Background: an optimization exercise with open tools, aiming at a short achievable clock period and few clock cycles. Do not read the settings as production practice.
For this run, only the layout was checked, not whether the RTL still works.
Power figures rest on the tool's default switching activity, not on a simulated workload.

$ cat constraint.sdc
create_clock -name core_clock -period 7.0 [get_ports {clk}]
set_input_delay 1.4000 -clock core_clock [delete_from_list [all_inputs] [get_ports {clk}]]
set_output_delay 1.4000 -clock core_clock [all_outputs]
set_load 0.01 [all_outputs]
$ cat run.sh
#!/bin/bash
# synth_recipe.tcl (not shown) runs the flow's synth.tcl, then flattens the netlist and writes it again
# the make line also repeats each setting of config.mk as NAME=value (left out here)
make -C /OpenROAD-flow-scripts/flow DESIGN_CONFIG=/design/flow/config.mk WORK_HOME=/design/flow/orfs CLKGATE_MAP_FILE= SYNTH_SCRIPT=/design/flow/synth_recipe.tcl finish
$ cat config.mk
export PLATFORM = sky130hd
export DESIGN_NAME = sxp
export DESIGN_NICKNAME = sxp
export VERILOG_FILES = /design/flow/design.v
export SDC_FILE = /design/flow/constraint.sdc
export NUM_CORES = 4
export LEC_CHECK = 0
export ABC_CLOCK_PERIOD_IN_PS = 3500
export CAP_MARGIN = 20
export CORE_MARGIN = 2
export CORE_UTILIZATION = 40
export SETUP_SLACK_MARGIN = 2.5
export SLEW_MARGIN = 20
export TNS_END_PERCENT = 20
$ cat design.v
`default_nettype none
package sxp_pkg;
  typedef logic [32-1:0] data_t;      
  typedef logic [32-1:0] inst_t;      
  typedef logic [4-1:0]   rf_addr_t;   
  typedef logic [16-1:0]  imm_t;       
  typedef logic [3:0]             cvnz_t;      
  typedef enum logic [1:0] {
    DEST_REG   = 2'b00,
    DEST_JUMP  = 2'b01,
    DEST_STORE = 2'b10,
    DEST_NONE  = 2'b11    
  } dest_cfg_e;
  typedef enum logic [2:0] {
    SRC_RR = 3'b000,   
    SRC_RI = 3'b001,   
    SRC_PR = 3'b010,   
    SRC_PI = 3'b011    
  } src_cfg_e;
  typedef enum logic [2:0] {
    ALU_ADD, ALU_SUB, ALU_AND, ALU_OR, ALU_XOR, ALU_SHL, ALU_SHR, ALU_PASSB
  } alu_op_e;
  typedef enum logic [3:0] {
    WB_RESULT = 4'b0000,
    WB_Z      = 4'b0100,
    WB_N      = 4'b0101,
    WB_V      = 4'b0110,
    WB_C      = 4'b0111
  } wb_cfg_e;
endpackage
`default_nettype wire
`default_nettype none
import sxp_pkg::*;
module sxp_alu
(
  input  wire sxp_pkg::alu_op_e op,
  input  wire sxp_pkg::wb_cfg_e wb,
  input  wire sxp_pkg::data_t   a,
  input  wire sxp_pkg::data_t   b,
  input  wire sxp_pkg::data_t   k,       
  output sxp_pkg::data_t        v,       
  output logic                  v_eq_k
);
  localparam int MSB = 32 - 1;
  logic [32:0] sum;
  logic [32:0] diff;
  sxp_pkg::data_t       y;
  sxp_pkg::data_t       shl;
  sxp_pkg::data_t       shr;
  logic                 z;
  logic                 c;
  logic                 ovf;
  logic                 flag_sel;
  logic                 flag;
  logic                 y_eq_k;
  function automatic logic sum_eq(input logic [32-1:0] x,
                                  input logic [32-1:0] w, input logic cin,
                                  input logic [32-1:0] kk);
    logic [32-1:0] t;
    t      = (x & w) | ((x ^ w) & ~kk);
    sum_eq = ((x ^ w ^ kk) == {t[MSB-1:0], cin});
  endfunction
  assign sum  = {1'b0, a} + {1'b0, b};
  assign diff = {1'b0, a} - {1'b0, b};
  assign shl  = a << b[4:0];
  assign shr  = a >> b[4:0];
  always_comb
  begin
    c   = 1'b0;
    ovf = 1'b0;
    case (op)
      ALU_ADD:
      begin
        y      = sum[MSB:0];
        c      = sum[32];
        ovf    = (a[MSB] == b[MSB]) & (sum[MSB] != a[MSB]);
        z      = (a ^ b) == {(a[MSB-1:0] | b[MSB-1:0]), 1'b0};
        y_eq_k = sum_eq(a, b, 1'b0, k);
      end
      ALU_SUB:
      begin
        y      = diff[MSB:0];
        c      = ~diff[32];
        ovf    = (a[MSB] != b[MSB]) & (diff[MSB] != a[MSB]);
        z      = a == b;
        y_eq_k = sum_eq(a, ~b, 1'b1, k);
      end
      ALU_AND:
      begin
        y      = a & b;
        z      = (a & b) == '0;
        y_eq_k = (a & b) == k;
      end
      ALU_OR:
      begin
        y      = a | b;
        z      = (a | b) == '0;
        y_eq_k = (a | b) == k;
      end
      ALU_XOR:
      begin
        y      = a ^ b;
        z      = a == b;
        y_eq_k = (a ^ b) == k;
      end
      ALU_SHL:
      begin
        y      = shl;
        z      = shl == '0;
        y_eq_k = shl == k;
      end
      ALU_SHR:
      begin
        y      = shr;
        z      = shr == '0;
        y_eq_k = shr == k;
      end
      default:
      begin
        y      = b;
        z      = b == '0;
        y_eq_k = b == k;
      end
    endcase
  end
  assign flag_sel = (wb[3:2] == 2'b01);
  always_comb
  begin
    case (wb[1:0])
      2'd0:    flag = z;
      2'd1:    flag = y[MSB];
      2'd2:    flag = ovf;
      default: flag = c;
    endcase
  end
  assign v      = flag_sel ? sxp_pkg::data_t'(flag) : y;
  assign v_eq_k = flag_sel ? ((k[MSB:1] == '0) & (k[0] == flag)) : y_eq_k;
endmodule
`default_nettype wire
`default_nettype none
import sxp_pkg::*;
module sxp_regf
(
  input  wire                    clk,
  input  wire                    reset_b,
  input  wire sxp_pkg::rf_addr_t addra,
  input  wire sxp_pkg::rf_addr_t addrb,
  input  wire sxp_pkg::rf_addr_t addrc,   
  input  wire                    wec,
  input  wire sxp_pkg::data_t    dc,
  output sxp_pkg::data_t         qra,
  output sxp_pkg::data_t         qrb
);
  sxp_pkg::data_t regs [0:16-1];
  always_ff @(posedge clk or negedge reset_b)
  begin
    if (!reset_b)
    begin
      for (int i = 0; i < 16; i++)
        regs[i] <= '0;
    end
    else if (wec)
      regs[addrc] <= dc;
  end
  assign qra = regs[addra];
  assign qrb = regs[addrb];
endmodule
`default_nettype wire
`default_nettype none
import sxp_pkg::*;
module sxp_fetch
#(
  parameter int N = 8   
)
(
  input  wire                 clk,
  input  wire                 reset_b,
  input  wire                 redirect,      
  input  wire sxp_pkg::data_t redirect_pc,
  input  wire                 upd,           
  input  wire                 upd_taken,     
  input  wire sxp_pkg::data_t upd_pc,
  input  wire sxp_pkg::data_t upd_tgt,
  input  wire [N-1:0]         upd_hit,       
  output sxp_pkg::data_t      mem_pc,
  output logic                vld_d,
  output sxp_pkg::data_t      pc_d,
  output sxp_pkg::data_t      pc1_d,
  output sxp_pkg::data_t      predn_d,       
  output logic                ptaken_d,
  output logic [N-1:0]        hit_d
);
  sxp_pkg::data_t pc;
  sxp_pkg::data_t pc1;
  sxp_pkg::data_t predn;
  sxp_pkg::data_t tgt;
  logic [N-1:0]   hit;
  logic [N-1:0]   bv;
  sxp_pkg::data_t btag [0:N-1];
  sxp_pkg::data_t btgt [0:N-1];
  logic [N-1:0]   alloc;    
  assign pc1 = pc + sxp_pkg::data_t'(1);
  always_comb
  begin
    tgt = '0;
    for (int i = 0; i < N; i++)
    begin
      hit[i] = bv[i] & (btag[i] == pc);
      tgt    = tgt | (hit[i] ? btgt[i] : '0);
    end
  end
  assign predn  = (|hit) ? tgt : pc1;
  assign mem_pc = pc;
  always_ff @(posedge clk or negedge reset_b)
  begin
    if (!reset_b)
    begin
      pc    <= '0;
      vld_d <= 1'b0;
    end
    else
    begin
      pc    <= redirect ? redirect_pc : predn;
      vld_d <= ~redirect;
    end
  end
  always_ff @(posedge clk)
  begin
    pc_d     <= pc;
    pc1_d    <= pc1;
    predn_d  <= predn;
    ptaken_d <= |hit;
    hit_d    <= hit;
  end
  logic [N-1:0] wsel;
  assign wsel = (|upd_hit) ? upd_hit : alloc;
  always_ff @(posedge clk or negedge reset_b)
  begin
    if (!reset_b)
    begin
      bv    <= '0;
      alloc <= {{(N-1){1'b0}}, 1'b1};
    end
    else if (upd)
    begin
      if (upd_taken)
      begin
        bv <= bv | wsel;
        if (!(|upd_hit))
          alloc <= {alloc[N-2:0], alloc[N-1]};
      end
      else
        bv <= bv & ~upd_hit;
    end
  end
  always_ff @(posedge clk)
  begin
    for (int i = 0; i < N; i++)
      if (upd && upd_taken && wsel[i])
      begin
        btag[i] <= upd_pc;
        btgt[i] <= upd_tgt;
      end
  end
endmodule
`default_nettype wire
`default_nettype none
import sxp_pkg::*;
module sxp_execute
#(
  parameter int N = 8
)
(
  input  wire                    clk,
  input  wire                    reset_b,
  input  wire                    vld_d,
  input  wire sxp_pkg::inst_t    inst,
  input  wire sxp_pkg::data_t    pc_d,
  input  wire sxp_pkg::data_t    pc1_d,
  input  wire sxp_pkg::data_t    predn_d,
  input  wire                    ptaken_d,
  input  wire [N-1:0]            hit_d,
  output sxp_pkg::rf_addr_t      addra,
  output sxp_pkg::rf_addr_t      addrb,
  input  wire sxp_pkg::data_t    qra,
  input  wire sxp_pkg::data_t    qrb,
  output logic                   wec,
  output sxp_pkg::rf_addr_t      addrc,
  output sxp_pkg::data_t         wb_data,
  output logic                   redirect,
  output sxp_pkg::data_t         redirect_pc,
  output logic                   upd,
  output logic                   upd_taken,
  output sxp_pkg::data_t         upd_pc,
  output sxp_pkg::data_t         upd_tgt,
  output logic [N-1:0]           upd_hit,
  output logic                   spw_we,
  output sxp_pkg::data_t         spw_addr,
  output sxp_pkg::data_t         spw_data
);
  sxp_pkg::dest_cfg_e dest_cfg;
  sxp_pkg::src_cfg_e  src_cfg;
  sxp_pkg::rf_addr_t  rd;
  logic               a_pc;
  logic               b_imm;
  sxp_pkg::data_t     a_d;
  sxp_pkg::data_t     b_d;
  logic               fa_d;
  logic               fb_d;
  logic               vld_e;
  sxp_pkg::dest_cfg_e dest_e;
  logic               resv_e;
  sxp_pkg::alu_op_e   op_e;
  sxp_pkg::wb_cfg_e   wb_e;
  sxp_pkg::rf_addr_t  rd_e;
  logic               cond_e;
  logic               jz_e;
  sxp_pkg::data_t     a_e;
  sxp_pkg::data_t     b_e;
  logic               fa_e;
  logic               fb_e;
  sxp_pkg::data_t     pc_e;
  sxp_pkg::data_t     pc1_e;
  sxp_pkg::data_t     predn_e;
  logic               ptaken_e;
  logic [N-1:0]       hit_e;
  sxp_pkg::data_t     v_last;
  sxp_pkg::data_t     a;
  sxp_pkg::data_t     b;
  sxp_pkg::data_t     v;
  logic               v_eq_k;
  logic               live;
  logic               is_jump;
  logic               taken;
  logic               mis_w;
  logic               taken_w;
  sxp_pkg::data_t     v_w;
  sxp_pkg::data_t     pc_w;
  sxp_pkg::data_t     pc1_w;
  logic [N-1:0]       hit_w;
  assign dest_cfg = sxp_pkg::dest_cfg_e'(inst[31:30]);
  assign src_cfg  = sxp_pkg::src_cfg_e'(inst[29:27]);
  assign rd       = inst[19:16];
  assign a_pc     = src_cfg[1];
  assign b_imm    = src_cfg[0];
  assign addra    = src_cfg[0] ? rd : inst[15:12];
  assign addrb    = inst[11:8];
  assign a_d  = a_pc  ? pc1_d : qra;
  assign b_d  = b_imm ? sxp_pkg::data_t'(inst[15:0]) : qrb;
  assign fa_d = ~a_pc  & wec & (addrc == addra);
  assign fb_d = ~b_imm & wec & (addrc == addrb);
  always_ff @(posedge clk or negedge reset_b)
  begin
    if (!reset_b)
      vld_e <= 1'b0;
    else
      vld_e <= vld_d & ~redirect;
  end
  always_ff @(posedge clk)
  begin
    dest_e   <= dest_cfg;
    resv_e   <= src_cfg[2];
    op_e     <= sxp_pkg::alu_op_e'(inst[26:24]);
    wb_e     <= sxp_pkg::wb_cfg_e'(inst[23:20]);
    rd_e     <= rd;
    cond_e   <= inst[0] & ~src_cfg[0];   
    jz_e     <= inst[1];
    a_e      <= a_d;
    b_e      <= b_d;
    fa_e     <= fa_d;
    fb_e     <= fb_d;
    pc_e     <= pc_d;
    pc1_e    <= pc1_d;
    predn_e  <= predn_d;
    ptaken_e <= ptaken_d;
    hit_e    <= hit_d;
  end
  assign a = fa_e ? v_last : a_e;
  assign b = fb_e ? v_last : b_e;
  sxp_alu i_alu (
    .op(op_e), .wb(wb_e), .a(a), .b(b), .k(predn_e), .v(v), .v_eq_k(v_eq_k)
  );
  assign live    = vld_e & ~resv_e;
  assign is_jump = live & (dest_e == DEST_JUMP);
  assign taken   = is_jump & (~cond_e | (b[0] ^ jz_e));
  assign wec     = live & (dest_e == DEST_REG);
  assign addrc   = rd_e;
  assign wb_data = v;
  assign redirect    = vld_e & (taken ? ~v_eq_k : ptaken_e);
  assign redirect_pc = taken ? v : pc1_e;
  always_ff @(posedge clk)
  begin
    v_last   <= v;
    spw_addr <= b;
    spw_data <= v;
    taken_w  <= taken;
    v_w      <= v;
    pc_w     <= pc_e;
    pc1_w    <= pc1_e;
    hit_w    <= hit_e;
  end
  always_ff @(posedge clk or negedge reset_b)
  begin
    if (!reset_b)
    begin
      spw_we <= 1'b0;
      mis_w  <= 1'b0;
    end
    else
    begin
      spw_we <= live & (dest_e == DEST_STORE);
      mis_w  <= redirect;
    end
  end
  assign upd       = mis_w;
  assign upd_taken = taken_w & (v_w != pc1_w);
  assign upd_pc    = pc_w;
  assign upd_tgt   = v_w;
  assign upd_hit   = hit_w;
endmodule
`default_nettype wire
`default_nettype none
import sxp_pkg::*;
module sxp
(
  input  wire                 clk,
  input  wire                 reset_b,
  input  wire sxp_pkg::inst_t mem_inst,   
  output sxp_pkg::data_t      mem_pc,     
  output logic                spw_we,     
  output sxp_pkg::data_t      spw_addr,
  output sxp_pkg::data_t      spw_data
);
  localparam int N = 8;
  logic              vld_d;
  sxp_pkg::data_t    pc_d;
  sxp_pkg::data_t    pc1_d;
  sxp_pkg::data_t    predn_d;
  logic              ptaken_d;
  logic [N-1:0]      hit_d;
  sxp_pkg::rf_addr_t addra;
  sxp_pkg::rf_addr_t addrb;
  sxp_pkg::data_t    qra;
  sxp_pkg::data_t    qrb;
  logic              wec;
  sxp_pkg::rf_addr_t addrc;
  sxp_pkg::data_t    wb_data;
  logic              redirect;
  sxp_pkg::data_t    redirect_pc;
  logic              upd;
  logic              upd_taken;
  sxp_pkg::data_t    upd_pc;
  sxp_pkg::data_t    upd_tgt;
  logic [N-1:0]      upd_hit;
  sxp_fetch #(.N(N)) i_fetch (
    .clk(clk), .reset_b(reset_b), .redirect(redirect), .redirect_pc(redirect_pc),
    .upd(upd), .upd_taken(upd_taken), .upd_pc(upd_pc), .upd_tgt(upd_tgt),
    .upd_hit(upd_hit), .mem_pc(mem_pc), .vld_d(vld_d), .pc_d(pc_d), .pc1_d(pc1_d),
    .predn_d(predn_d), .ptaken_d(ptaken_d), .hit_d(hit_d)
  );
  sxp_regf i_regf (
    .clk(clk), .reset_b(reset_b), .addra(addra), .addrb(addrb), .addrc(addrc),
    .wec(wec), .dc(wb_data), .qra(qra), .qrb(qrb)
  );
  sxp_execute #(.N(N)) i_execute (
    .clk(clk), .reset_b(reset_b), .vld_d(vld_d), .inst(mem_inst), .pc_d(pc_d),
    .pc1_d(pc1_d), .predn_d(predn_d), .ptaken_d(ptaken_d), .hit_d(hit_d),
    .addra(addra), .addrb(addrb), .qra(qra), .qrb(qrb), .wec(wec), .addrc(addrc),
    .wb_data(wb_data), .redirect(redirect), .redirect_pc(redirect_pc), .upd(upd),
    .upd_taken(upd_taken), .upd_pc(upd_pc), .upd_tgt(upd_tgt), .upd_hit(upd_hit),
    .spw_we(spw_we), .spw_addr(spw_addr), .spw_data(spw_data)
  );
endmodule
`default_nettype wire
==> run notes <==
-- per-layer routing --
metal,GRT usage,part of all wire,vias to the layer above
met4,0.2471,0.080,24
met3,0.1171,0.11,1324
li1,-,-,25442
met1,0.4906,0.38,31270
met2,0.5736,0.43,4376
met5,0.0007813,0.00051,-
-- cell usage in the layout (no fill, tap or decap), types with 212 or more instances in the layout --
cell type,n
dfrtp_1,551
xnor2_1,349
nand2_1,835
a21oi_1,212
dfxtp_1,408
o21ai_0,262
buf_4,521
a22oi_1,445
edfxtp_1,512
nand4_1,226
-- sequential cells by signal, summed over array words and instances (netlist names), 32 cells and up --
| register | cells |
|---|---|
| i_fetch.pc_d | 32 |
| i_execute.predn_e | 32 |
| i_fetch.btag | 256 |
| i_execute.a_e | 32 |
| i_execute.pc_w | 32 |
| i_fetch.btgt | 256 |
| i_fetch.pc1_d | 32 |
| i_execute.spw_addr | 32 |
| i_fetch.pc | 32 |
| i_execute.v_w | 32 |
| i_execute.pc1_w | 32 |
| i_execute.pc1_e | 32 |
| i_regf.regs | 512 |
| i_execute.pc_e | 32 |
| i_fetch.predn_d | 32 |
| i_execute.b_e | 32 |
-- area by class of cell --
type                       count  area, µm²
fill                       16076      90530
sequential                  1505      38130
multi-input combinational   4479      33880
timing repair buffer         761       6932
clock buffer                 238       4612
tap                         2355       2947
clock inverter                57      674.4
inverter                     142      664.4
timing repair inverter         3      36.28
antenna                        8      20.02
-- Yosys cell counts, drive strengths merged (17+ instances only) --
cell type / count
xnor2: 353
o211ai: 26
ha: 98
mux2: 193
a22oi: 452
a31oi: 17
clkbuf: 377
o21ai: 286
and3: 23
mux4: 19
mux2i: 167
edfxtp: 512
nor3: 73
nor4: 84
fa: 73
nand3: 128
nand2: 853
buf: 92
dfxtp: 429
a21oi: 236
o22ai: 111
a211oi: 33
o21a: 34
a221oi: 119
nor2: 217
dfrtp: 563
o221ai: 18
inv: 140
a22o: 104
xor2: 113
nand4: 226
o31ai: 171
nand2b: 23
-- final timing paths --
check | from | end | slack [ns] | cells after the start
max | i_execute.fa_e | i_fetch.pc[14] | 1.85 | 21
min reg2reg | i_fetch.predn_d[25] | i_execute.predn_e[25] | 0.31 | 0
max reg2reg | i_execute.fa_e | i_fetch.pc[14] | 1.85 | 21
min in group asynchronous | reset_b | i_regf.regs[15][12] | 0.61 | 1
min | i_fetch.predn_d[25] | i_execute.predn_e[25] | 0.31 | 0
max in group asynchronous | reset_b | i_fetch.pc[12] | 4.77 | 2
-- cells by family after synthesis --
| logic type | synth area share |
|---|---|
| buffers and inverters | 0.03451 |
| adders and majority gates | 0.03744 |
| DFF | 0.5304 |
| AOI/OAI and AO/OA | 0.1690 |
| xor gates and xnor gates | 0.05686 |
| and+or+nand+nor | 0.1100 |
| muxes | 0.06181 |
-- worst max-delay path, delay by kind of cell, from the launching register on --
kind | cells | cell delay [ns]
buffers and inverters | 8 | 1.37
AOI/OAI and AO/OA | 4 | 1.27
muxes | 5 | 1.23
and+or+nand+nor | 4 | 0.74
DFF | 1 | 0.38
-- timing repair --
action	CTS	global route
endpoints found under the setup margin	580	386
gates resized for setup	378	146
buffers inserted	140	48
pin swaps	44	23
gates cloned	10	1
-- through the flow --
step	instances	power (mW)	instance area (µm²)	setup WS (ns)
3_5_place_dp	9044	17.37	78340	0.6633
6_report	9548	26.88	87890	1.853
3_3_place_gp	9042	17.41	78320	0.4673
5_1_grt	9540	27.52	87870	1.824
4_1_cts	9489	26.36	86650	2.031
2_1_floorplan	6593	13.95	72060	2.335
-- power by group through the flow --
stage / registers, mW / clock network [mW] / logic [mW]
2_1_floorplan: 10.6 / 0 / 3.31
3_3_place_gp: 11.2 / 0 / 6.26
3_5_place_dp: 11.2 / 0 / 6.22
4_1_cts: 11.0 / 8.59 / 6.76
5_1_grt: 11.1 / 8.96 / 7.47
6_report: 11.0 / 8.54 / 7.31
==> results.sh <==
export IMPL_status="complete, no violations"
export IMPL_slew_violations=0
export IMPL_slew_headroom=0.1453
export IMPL_end_kind="flip-flop"
export IMPL_cellLeakagePower_nw=33.79
export IMPL_nets=7256
export IMPL_clk_path_buf_depth=3
export IMPL_worst_hold_slack_ns=0.3078
export IMPL_yosys_warnings=7
export IMPL_pin_count=131
export IMPL_first_global_vias=59743
export IMPL_drc=0
export IMPL_first_pass_iters=9
export IMPL_start_util=0.4023
export IMPL_fin_util=0.4926
export IMPL_peakVddDrop_mv=0.2955
export IMPL_ys_types=91
export IMPL_yosys_area_top_type="edfxtp_1"
export IMPL_yosys_register_bits=1505
export IMPL_finalSetupViolCount=0
export IMPL_period_share=0.7353
export IMPL_place_hpwl_um=242300
export IMPL_synth_area_leaders="edfxtp_1 21%, dfrtp_1 20%, dfxtp_1 12%, a22oi_1 4.7%, nand2_1 4.5%"
export IMPL_htreeDepth=4
export IMPL_clock_skew_ns=0.06086
export IMPL_ys_seq_area_frac=0.5304
export IMPL_intPower_mw=17.48
export IMPL_antenna_found_initial=22
export IMPL_cp_start_kind="flip-flop"
export IMPL_cpMostUsedCell="buf_12"
export IMPL_overflow=0
export IMPL_synth_top_area_frac=0.2142
export IMPL_cts_made_buffers=159
export IMPL_grt_pass1_wl_um=491600
export IMPL_async_flop_share=0.3748
export IMPL_comb_power_share=0.272
export IMPL_syn_num_nets=6798
export IMPL_wire_per_inst_um=37.70
export IMPL_syn_area_per_cell_um2=10.89
export IMPL_syn_area_mm2=0.07179
export IMPL_arrival_ns=5.84
export IMPL_ctsRootBufferMaster="clkbuf_16"
export IMPL_crit_chain="buf_12, buf_8, mux2i_1, buf_6, clkinvlp_4, mux2i_2, buf_4, mux2i_1, mux2_2, o31ai_1, and4b_1, o2111ai_4, o41ai_4, buf_4, or3_4, and4_4, nor3_4, o21ai_4, buf_12, buf_12, mux2_4"
export IMPL_critPathKind="reg -> reg"
export IMPL_grt_max_degree=172
export IMPL_vias_per_cell=6.539
export IMPL_setup_tns_ns=0
export IMPL_finalCriticalPeriod_ns=5.147
export IMPL_port_buffers=130
export IMPL_switching_share=0.3497
export IMPL_cts_tree="built"
export IMPL_syn2layout_area_growth_pct=22.44
export IMPL_critical_path_required_ns=7.70
export IMPL_grt_use_total=0.3866
export IMPL_num_rows=155
export IMPL_drt_total_wl_um=359900
export IMPL_final_hold_violation_count=0
export IMPL_power_net_switching_mw=9.402
export IMPL_syn_inst=6593
export IMPL_clkSlewWorstSetupHoldPaths_ns=0.06
export IMPL_crit_slowest_cell="o41ai_4"
export IMPL_clock_latency_ns=0.85
export IMPL_crit_fanout=8
export IMPL_clock_power_share=0.318
export IMPL_synth_ff_type="dfrtp_1"
export IMPL_cts_hold_buffers=0
export IMPL_dr_total_vias=62436
export IMPL_cts_sinks=1505
export IMPL_dieWidth_um=427.6
export IMPL_core_mm2=0.1784
export IMPL_die_h_um=427.6
export IMPL_seqPwrFrac=0.411
export IMPL_worst_pin_slew_ns=1.274
export IMPL_worstHoldPathType="reg -> reg"
export IMPL_synth_edff_count=512
export IMPL_power_per_cell_area_mw_per_mm2=305.9
export IMPL_drtIter0Drc=8424
export IMPL_final_antenna_net_count=0
export IMPL_drive_above_1_share=0.2196
export IMPL_fmax_mhz=194.3
export IMPL_die_area_mm2=0.1829
export IMPL_max_stage_delay_ns=0.53
export IMPL_cap_violations=0
export IMPL_grt_setup_unrepaired="yes"
export IMPL_gp_congestion=1.072

[static timing again, ports no longer ideal]
Ports are ideal in the flow. The routed layout listed here was re-timed in OpenROAD.
Step 1, drivers: a clkbuf_16 drives clk and a buf_2 each remaining input, both assumed.
Step 2 moves the port delays by t, midway between the first and last clock arrival at a register: inputs arrive t later, outputs are due t later. That takes back most of the time a late clock gives input paths.
a / b / c = no drivers / after step 1 / after step 2; a / b = the first two.
t (ns): 0.903
setup WS [ns]: 1.853 / 1.853 / 1.658
worst register clock-pin slew, ns: 0.07 / 0.07
After both steps setup and hold are still met in this run. For this run, drivers alone change the setup slack by 0.000 ns; drivers and shift together by -0.195 ns.
